This is an optimization exercise on Yosys and OpenROAD, whose aim is small area, not a production implementation.
In this exercise RTL edits were held to simulation tests only and were not proved equivalent to the original.
No activity file was given, so power comes from the tool's default toggle rates.

==> flow/design.v (excerpt) <==
module motor_ctrl_top #(
	parameter int                    NUM_MOTORS      = motor_pkg::DEF_NUM_MOTORS,
	parameter int                    TICK_CYCLES     = motor_pkg::DEF_TICK_CYCLES,
	parameter int                    DEBOUNCE_CYCLES = motor_pkg::DEF_DEBOUNCE_CYCLES,
	parameter logic [NUM_MOTORS-1:0] MIRROR_MASK     = motor_pkg::DEF_MIRROR_MASK
) (
	input  logic                  fpga_clk_50,
	input  logic                  hps_fpga_reset_n,
	input  logic [NUM_MOTORS-1:0] enc_a,
	input  logic [NUM_MOTORS-1:0] enc_b,
	input  logic                  sp_req,
	input  motor_pkg::motor_idx_t sp_motor,
	input  motor_pkg::speed_t     sp_value,
	output logic                  sp_ack,
	output logic [NUM_MOTORS-1:0] pwm,
	output logic [NUM_MOTORS-1:0] dir_a,
	output logic [NUM_MOTORS-1:0] dir_b,
	output logic [NUM_MOTORS*motor_pkg::SPEED_W-1:0] meas_speed    
);
For scale: about 600 flip-flops, about 150 I/O pins, about 30000 sq um of cells after synthesis.
Settings: LEC_CHECK=0, CAP_MARGIN=20, CORE_MARGIN=2, CORE_UTILIZATION=65, SLEW_MARGIN=20; clock period 12.0 ns.
run.sh (not shown) runs the stock make flow with config.mk's settings and CLKGATE_MAP_FILE= SYNTH_SCRIPT=/design/flow/synth_recipe.tcl, a recipe that flattens the netlist after the stock synthesis.
The baseline ran to the end with no violations.
Edit:
--- a/flow/design.v
+++ b/flow/design.v
@@ -95,25 +95,25 @@
 	input  logic              enc_a,
 	input  logic              enc_b,
 	input  logic              tick,      
 	output motor_pkg::win_t   win        
 );
 	logic [1:0] sync_q1;
 	logic [1:0] sync_q2;
 	logic [1:0] filt;
 	logic [1:0] filt_prev;
 	logic [1:0] st [2];    
 	logic       step_up;
 	logic       step_dn;
-	always_ff @(posedge fpga_clk_50 or negedge hps_fpga_reset_n)
+	always_ff @(posedge fpga_clk_50)
 	begin
 		if (!hps_fpga_reset_n)
 		begin
 			sync_q1   <= '0;
 			sync_q2   <= '0;
 			filt      <= '0;
 			filt_prev <= '0;
 			st[0]     <= '0;
 			st[1]     <= '0;
 		end
 		else
 		begin
@@ -145,25 +145,25 @@
 	end
 	motor_pkg::win_t win_next;
 	logic up;
 	logic dn;
 	assign up = MIRROR ? step_dn : step_up;
 	assign dn = MIRROR ? step_up : step_dn;
 	rc_add #(.W (motor_pkg::WIN_W)) u_cnt (
 		.a  (tick ? motor_pkg::win_t'(0) : win),
 		.b  ({motor_pkg::WIN_W{dn}}),
 		.ci (up),
 		.s  (win_next)
 	);
-	always_ff @(posedge fpga_clk_50 or negedge hps_fpga_reset_n)
+	always_ff @(posedge fpga_clk_50)
 	begin
 		if (!hps_fpga_reset_n)
 			win <= '0;
 		else
 			win <= win_next;
 	end
 endmodule
 `timescale 1ns/1ps
 module speed_meter (
 	input  logic              fpga_clk_50,
 	input  logic              hps_fpga_reset_n,
 	input  logic              tick,
@@ -294,50 +294,56 @@
 	rc_add #(.W (8)) u_neg (.a (~lo), .b ('0), .ci (1'b1), .s (lo_neg), .c (cn));
 	assign neg = big ? integ0[IW-1] : (up0[8] && !(cl[8] && (&up0)));
 	assign sat = big || !(u_zero || (u_ones && lo_nz));
 	assign low = neg ? lo_neg : lo;
 	assign duty_next = sat ? 8'hff : low;
 	assign rev       = neg;
 	assign fwd       = !neg && (sat || lo_nz);
 	always_ff @(posedge fpga_clk_50)
 	begin
 		fwd_q <= fwd;
 		rev_q <= rev;
 	end
-	always_ff @(posedge fpga_clk_50 or negedge hps_fpga_reset_n)
+	always_ff @(posedge fpga_clk_50)
 	begin
 		if (!hps_fpga_reset_n)
 		begin
 			integ0 <= '0;
 			integ1 <= '0;
 			duty0  <= '0;
 			duty1  <= '0;
 			pend0  <= '0;
 			pend1  <= '0;
-			dir_a  <= '0;
-			dir_b  <= '0;
 		end
 		else
 		begin
 			integ0 <= integ1;
 			integ1 <= en ? integ_next : integ0;
 			duty0  <= duty1;
 			duty1  <= en ? duty_next : duty0;
 			pend0  <= w0 ? wdata : pend1;
 			pend1  <= w1 ? wdata : pend0;
-			if (tick_d)
-			begin
-				dir_a <= {fwd, fwd_q};
-				dir_b <= {rev, rev_q};
-			end
+		end
+	end
+	always_ff @(posedge fpga_clk_50 or negedge hps_fpga_reset_n)
+	begin
+		if (!hps_fpga_reset_n)
+		begin
+			dir_a <= '0;
+			dir_b <= '0;
+		end
+		else if (tick_d)
+		begin
+			dir_a <= {fwd, fwd_q};
+			dir_b <= {rev, rev_q};
 		end
 	end
 endmodule
 `timescale 1ns/1ps
 module pwm_generator (
 	input  logic             fpga_clk_50,
 	input  logic             hps_fpga_reset_n,
 	input  motor_pkg::duty_t cnt,
 	input  motor_pkg::duty_t duty,
 	output logic             pwm
 );
 	motor_pkg::duty_t shadow;
Global-route usage grows by 0.37 points.
Setup slack improved by 580 ps.
Worst hold slack improved by 79 ps.
Total power shrinks by about 40%.
First-iteration DRC count grows by 8.9%.
Sequential power shrinks by 22%.
Die area shrinks by 3.6%.
Critical path depth shrinks by 6.
Routed wire length grows by 0.43%.

---

raven:
Another version of the RTL of motor_ctrl_top (not shown whole).
For scale: about 2500 cells after synthesis, roughly 150 I/O pins.
==> module speed_regulator, before the edit <==
module speed_regulator (
	input  logic                  fpga_clk_50,
	input  logic                  hps_fpga_reset_n,
	input  logic                  phase,       
	input  logic                  tick,        
	input  logic                  tick_d,      
	input  logic                  wr_a,        
	input  logic                  wr_b,        
	input  motor_pkg::speed_t     wdata,
	input  motor_pkg::win_t       win_a,       
	input  motor_pkg::win_t       spd_b,       
	output motor_pkg::duty_t      duty_a,      
	output motor_pkg::duty_t      duty_b,
	output logic [1:0]            dir_a,       
	output logic [1:0]            dir_b
);
	localparam int IW = motor_pkg::INTEG_W;
	motor_pkg::integ_t   integ0;
	motor_pkg::integ_t   integ1;
	motor_pkg::duty_t    duty0;
	motor_pkg::duty_t    duty1;
	motor_pkg::speed_t   pend0;
	motor_pkg::speed_t   pend1;
	logic                w0;
	logic                w1;
	logic                fwd_q;         
	logic                rev_q;
	logic                en;
	motor_pkg::win_t     speed;
	logic [16:0]         err;
	logic [IW:0]         integ_sum;
	logic                ovf;
	motor_pkg::integ_t   integ_next;
	logic                neg;
	logic                sat;
	logic [7:0]          low;
	motor_pkg::duty_t    duty_next;
	logic                fwd;
	logic                rev;
	logic                phase_q;       
	logic                boot;          
	always_ff @(posedge fpga_clk_50 or negedge hps_fpga_reset_n)
	begin
		if (!hps_fpga_reset_n)
		begin
			phase_q <= 1'b0;
			boot    <= 1'b1;
		end
		else
		begin
			phase_q <= !phase_q;
			if (tick_d)
				boot <= 1'b0;
		end
	end
	assign en     = tick || tick_d;
	assign speed  = phase_q ? spd_b : win_a;
	assign duty_a = duty1;
	assign duty_b = duty0;
	assign w0 = phase ? wr_a : wr_b;
	assign w1 = phase ? wr_b : wr_a;
	logic [4:0]  e0;
	logic [5:0]  e1_0;
	logic [5:0]  e1_1;
	logic [5:0]  ce0;
	logic [6:0]  ce1_0;
	logic [6:0]  ce1_1;
	logic        c11;
	rc_add #(.W (5)) u_e0 (.a (pend0[4:0]), .b (~speed[4:0]), .ci (1'b1), .s (e0), .c (ce0));
	rc_add #(.W (6)) u_e1_0 (.a (pend0[10:5]), .b (~speed[10:5]), .ci (1'b0), .s (e1_0), .c (ce1_0));
	rc_add #(.W (6)) u_e1_1 (.a (pend0[10:5]), .b (~speed[10:5]), .ci (1'b1), .s (e1_1), .c (ce1_1));
	assign err[4:0]  = e0;
	assign err[10:5] = ce0[5] ? e1_1 : e1_0;
	assign c11       = ce0[5] ? ce1_1[6] : ce1_0[6];
	fast_updn #(.W (6)) u_err_hi (
		.a  ({pend0[15], pend0[15:11]}),
		.up (c11 && speed[10]),
		.dn (!c11 && !speed[10]),
		.s  (err[16:11])
	);
	logic [16:0] sum_lo;
	logic [17:0] cs;
	logic [16:0] err_en;
	assign err_en = en ? err : '0;
	rc_add #(.W (17)) u_int (.a (integ0[16:0]), .b (err_en), .ci (1'b0), .s (sum_lo), .c (cs));
	fast_updn #(.W (IW + 1 - 17)) u_int_hi (
		.a  ({integ0[IW-1], integ0[IW-1:17]}),
		.up (cs[17] && !err_en[16]),
		.dn (!cs[17] && err_en[16]),
		.s  (integ_sum[IW:17])
	);
	assign integ_sum[16:0] = sum_lo;
	assign ovf        = integ_sum[IW] ^ integ_sum[IW-1];
	assign integ_next = boot ? '0 : ovf ? {integ_sum[IW], {(IW - 1){!integ_sum[IW]}}} : integ_sum[IW-1:0];
	logic        big;
	logic [16:0] x;
	logic [16:0] y;
	logic [16:0] z;
	logic [16:0] ps;        
	logic [16:0] pc;        
	logic [7:0]  lo;
	logic [8:0]  cl;
	logic [8:0]  up0;       
	logic [9:0]  cu;
	logic        u_zero;    
	logic        u_ones;    
	logic        lo_nz;
	logic [7:0]  lo_neg;
	logic [8:0]  cn;
	assign big = !((&integ0[IW-1:19]) || !(|integ0[IW-1:19]));
	assign x   = {integ0[19], integ0[19:4]};
	assign y   = {{4{err[16]}}, err[16:4]};
	assign z   = {{2{err[16]}}, err[16:2]};
	assign ps  = x ^ y ^ z;
	assign pc  = (x & y) | (x & z) | (y & z);
	rc_add #(.W (8)) u_cmd_lo (.a (ps[7:0]), .b ({pc[6:0], 1'b0}), .ci (cs[4]), .s (lo), .c (cl));
	rc_add #(.W (9)) u_cmd_hi (.a (ps[16:8]), .b (pc[15:7]), .ci (1'b0), .s (up0), .c (cu));
	assign u_zero = cl[8] ? (&up0) : !(|up0);
	assign u_ones = cl[8] ? ((&up0[8:1]) && !up0[0]) : (&up0);
	assign lo_nz  = |lo;
	rc_add #(.W (8)) u_neg (.a (~lo), .b ('0), .ci (1'b1), .s (lo_neg), .c (cn));
	assign neg = big ? integ0[IW-1] : (up0[8] && !(cl[8] && (&up0)));
	assign sat = big || !(u_zero || (u_ones && lo_nz));
	assign low = neg ? lo_neg : lo;
	assign duty_next = boot ? 8'h00 : sat ? 8'hff : low;
	assign rev       = !boot && neg;
	assign fwd       = !boot && !neg && (sat || lo_nz);
	always_ff @(posedge fpga_clk_50)
	begin
		fwd_q <= fwd;
		rev_q <= rev;
	end
	always_ff @(posedge fpga_clk_50)
	begin
		integ0 <= integ1;
		integ1 <= integ_next;
		duty0  <= duty1;
		duty1  <= en ? duty_next : duty0;
	end
	always_ff @(posedge fpga_clk_50)
	begin
		if (!hps_fpga_reset_n)
		begin
			pend0  <= '0;
			pend1  <= '0;
		end
		else
		begin
			pend0  <= w0 ? wdata : pend1;
			pend1  <= w1 ? wdata : pend0;
		end
	end
	always_ff @(posedge fpga_clk_50 or negedge hps_fpga_reset_n)
	begin
		if (!hps_fpga_reset_n)
		begin
			dir_a <= '0;
			dir_b <= '0;
		end
		else if (tick_d)
		begin
			dir_a <= {fwd, fwd_q};
			dir_b <= {rev, rev_q};
		end
	end
endmodule
==> flow/config.mk <==
export PLATFORM = sky130hd
export DESIGN_NAME = motor_ctrl_top
export DESIGN_NICKNAME = motor_ctrl_top
export VERILOG_FILES = /design/flow/design.v
export SDC_FILE = /design/flow/constraint.sdc
export NUM_CORES = 4
export LEC_CHECK = 0
export CAP_MARGIN = 20
export CORE_MARGIN = 2
export CORE_UTILIZATION = 65
export CTS_BUF_LIST = sky130_fd_sc_hd__clkbuf_16
export CTS_CLUSTER_DIAMETER = 100
export CTS_CLUSTER_SIZE = 26
export SLEW_MARGIN = 20
==> flow/constraint.sdc <==
create_clock -name core_clock -period 12.0 [get_ports {fpga_clk_50}]
set_input_delay 2.4000 -clock core_clock [delete_from_list [all_inputs] [get_ports {fpga_clk_50}]]
set_output_delay 2.4000 -clock core_clock [all_outputs]
set_load 0.01 [all_outputs]
standard.sh (not shown) runs the stock make flow with config.mk's settings and CLKGATE_MAP_FILE= SYNTH_SCRIPT=/design/flow/synth_recipe.tcl, a recipe that flattens the netlist after the stock synthesis.
==> flow/flow/run.sh <==
#!/bin/bash
# The standard layout (the standard.sh, standard synthesis unchanged), with
# the port buffers made of the smallest buffer cell instead of the default.
set -euo pipefail
export BUFFER_PORTS_ARGS="-buffer_cell sky130_fd_sc_hd__buf_1"
bash standard.sh "BUFFER_PORTS_ARGS=-buffer_cell sky130_fd_sc_hd__buf_1" finish > standard_flow.log 2>&1
[inputs] garnet vs raven
--- a/flow/design.v
+++ b/flow/design.v
@@ -262,15 +262,13 @@
 		.s  (err[16:11])
 	);
 	logic [16:0] sum_lo;
 	logic [17:0] cs;
-	logic [16:0] err_en;
-	assign err_en = en ? err : '0;
-	rc_add #(.W (17)) u_int (.a (integ0[16:0]), .b (err_en), .ci (1'b0), .s (sum_lo), .c (cs));
+	rc_add #(.W (17)) u_int (.a (integ0[16:0]), .b (err), .ci (1'b0), .s (sum_lo), .c (cs));
 	fast_updn #(.W (IW + 1 - 17)) u_int_hi (
 		.a  ({integ0[IW-1], integ0[IW-1:17]}),
-		.up (cs[17] && !err_en[16]),
-		.dn (!cs[17] && err_en[16]),
+		.up (cs[17] && !err[16]),
+		.dn (!cs[17] && err[16]),
 		.s  (integ_sum[IW:17])
 	);
 	assign integ_sum[16:0] = sum_lo;
 	assign ovf        = integ_sum[IW] ^ integ_sum[IW-1];
@@ -315,9 +313,9 @@
 	end
 	always_ff @(posedge fpga_clk_50)
 	begin
 		integ0 <= integ1;
-		integ1 <= integ_next;
+		integ1 <= en ? integ_next : integ0;
 		duty0  <= duty1;
 		duty1  <= en ? duty_next : duty0;
 	end
 	always_ff @(posedge fpga_clk_50)
Results
On critical path depth, the lower figure sits with raven, not garnet.
Against raven, garnet reports a area overhead of the layout relative to synthesis that is higher.
garnet and raven ended up with roughly the same worst slew slack as a fraction of its limit.
Diff raven -> garnet: critical-path maximum fanout -5; number of clock buffers in the layout ~0 delta; minimum period implied by the final worst setup slack -0.73 ns.
Against raven, setup slack in garnet came out better.
The run showing the greater number of detailed-route iterations in the first pass is garnet.
As of garnet, mean routed wirelength per cell had risen slightly compared to raven.
Part of the power in registers (higher): raven
| placed standard-cell area | garnet vs raven | 1.2% higher |
Per the comparison of garnet with raven, number of buffers other than clock buffers in the final layout +4; post-detailed-route via-to-cell ratio climbed 1.4%; final-layout non-clock buffer area share shows no meaningful change.

-- port drivers added, routing unchanged --
In the flow no input, the clock included, has a driving cell. The finished layouts below were timed again as built, in two steps. Step 1: set_driving_cell puts a clkbuf_16 on fpga_clk_50 and a buf_2 on each other input, an assumption about the parent block. Step 2 moves the port delays by t, midway between the first and last clock arrival at a register: inputs arrive t later, outputs are due t later. That takes back most of the time a late clock gives input paths. Slacks: no drivers / after step 1 / after step 2; pairs: no drivers / after step 1.
run | t, ns | setup slack, ns | worst setup path at the end | latest minus earliest clock arrival (ns) | worst data-port slew with drivers (ns)
the first run of note 1 | 0.677 | 1.000 / 1.000 / 1.000 | register to register | 0.021 / 0.021 | 0.09
the second run of note 1 | 0.670 | 1.582 / 1.582 / 1.582 | register to register | 0.016 / 0.016 | 0.08
raven | 0.641 | 0.700 / 0.700 / 0.700 | register to register | 0.033 / 0.033 | 0.07
garnet | 0.649 | 1.428 / 1.428 / 1.428 | register to register | 0.031 / 0.031 | 0.08
After both steps every run listed still meets setup and hold.
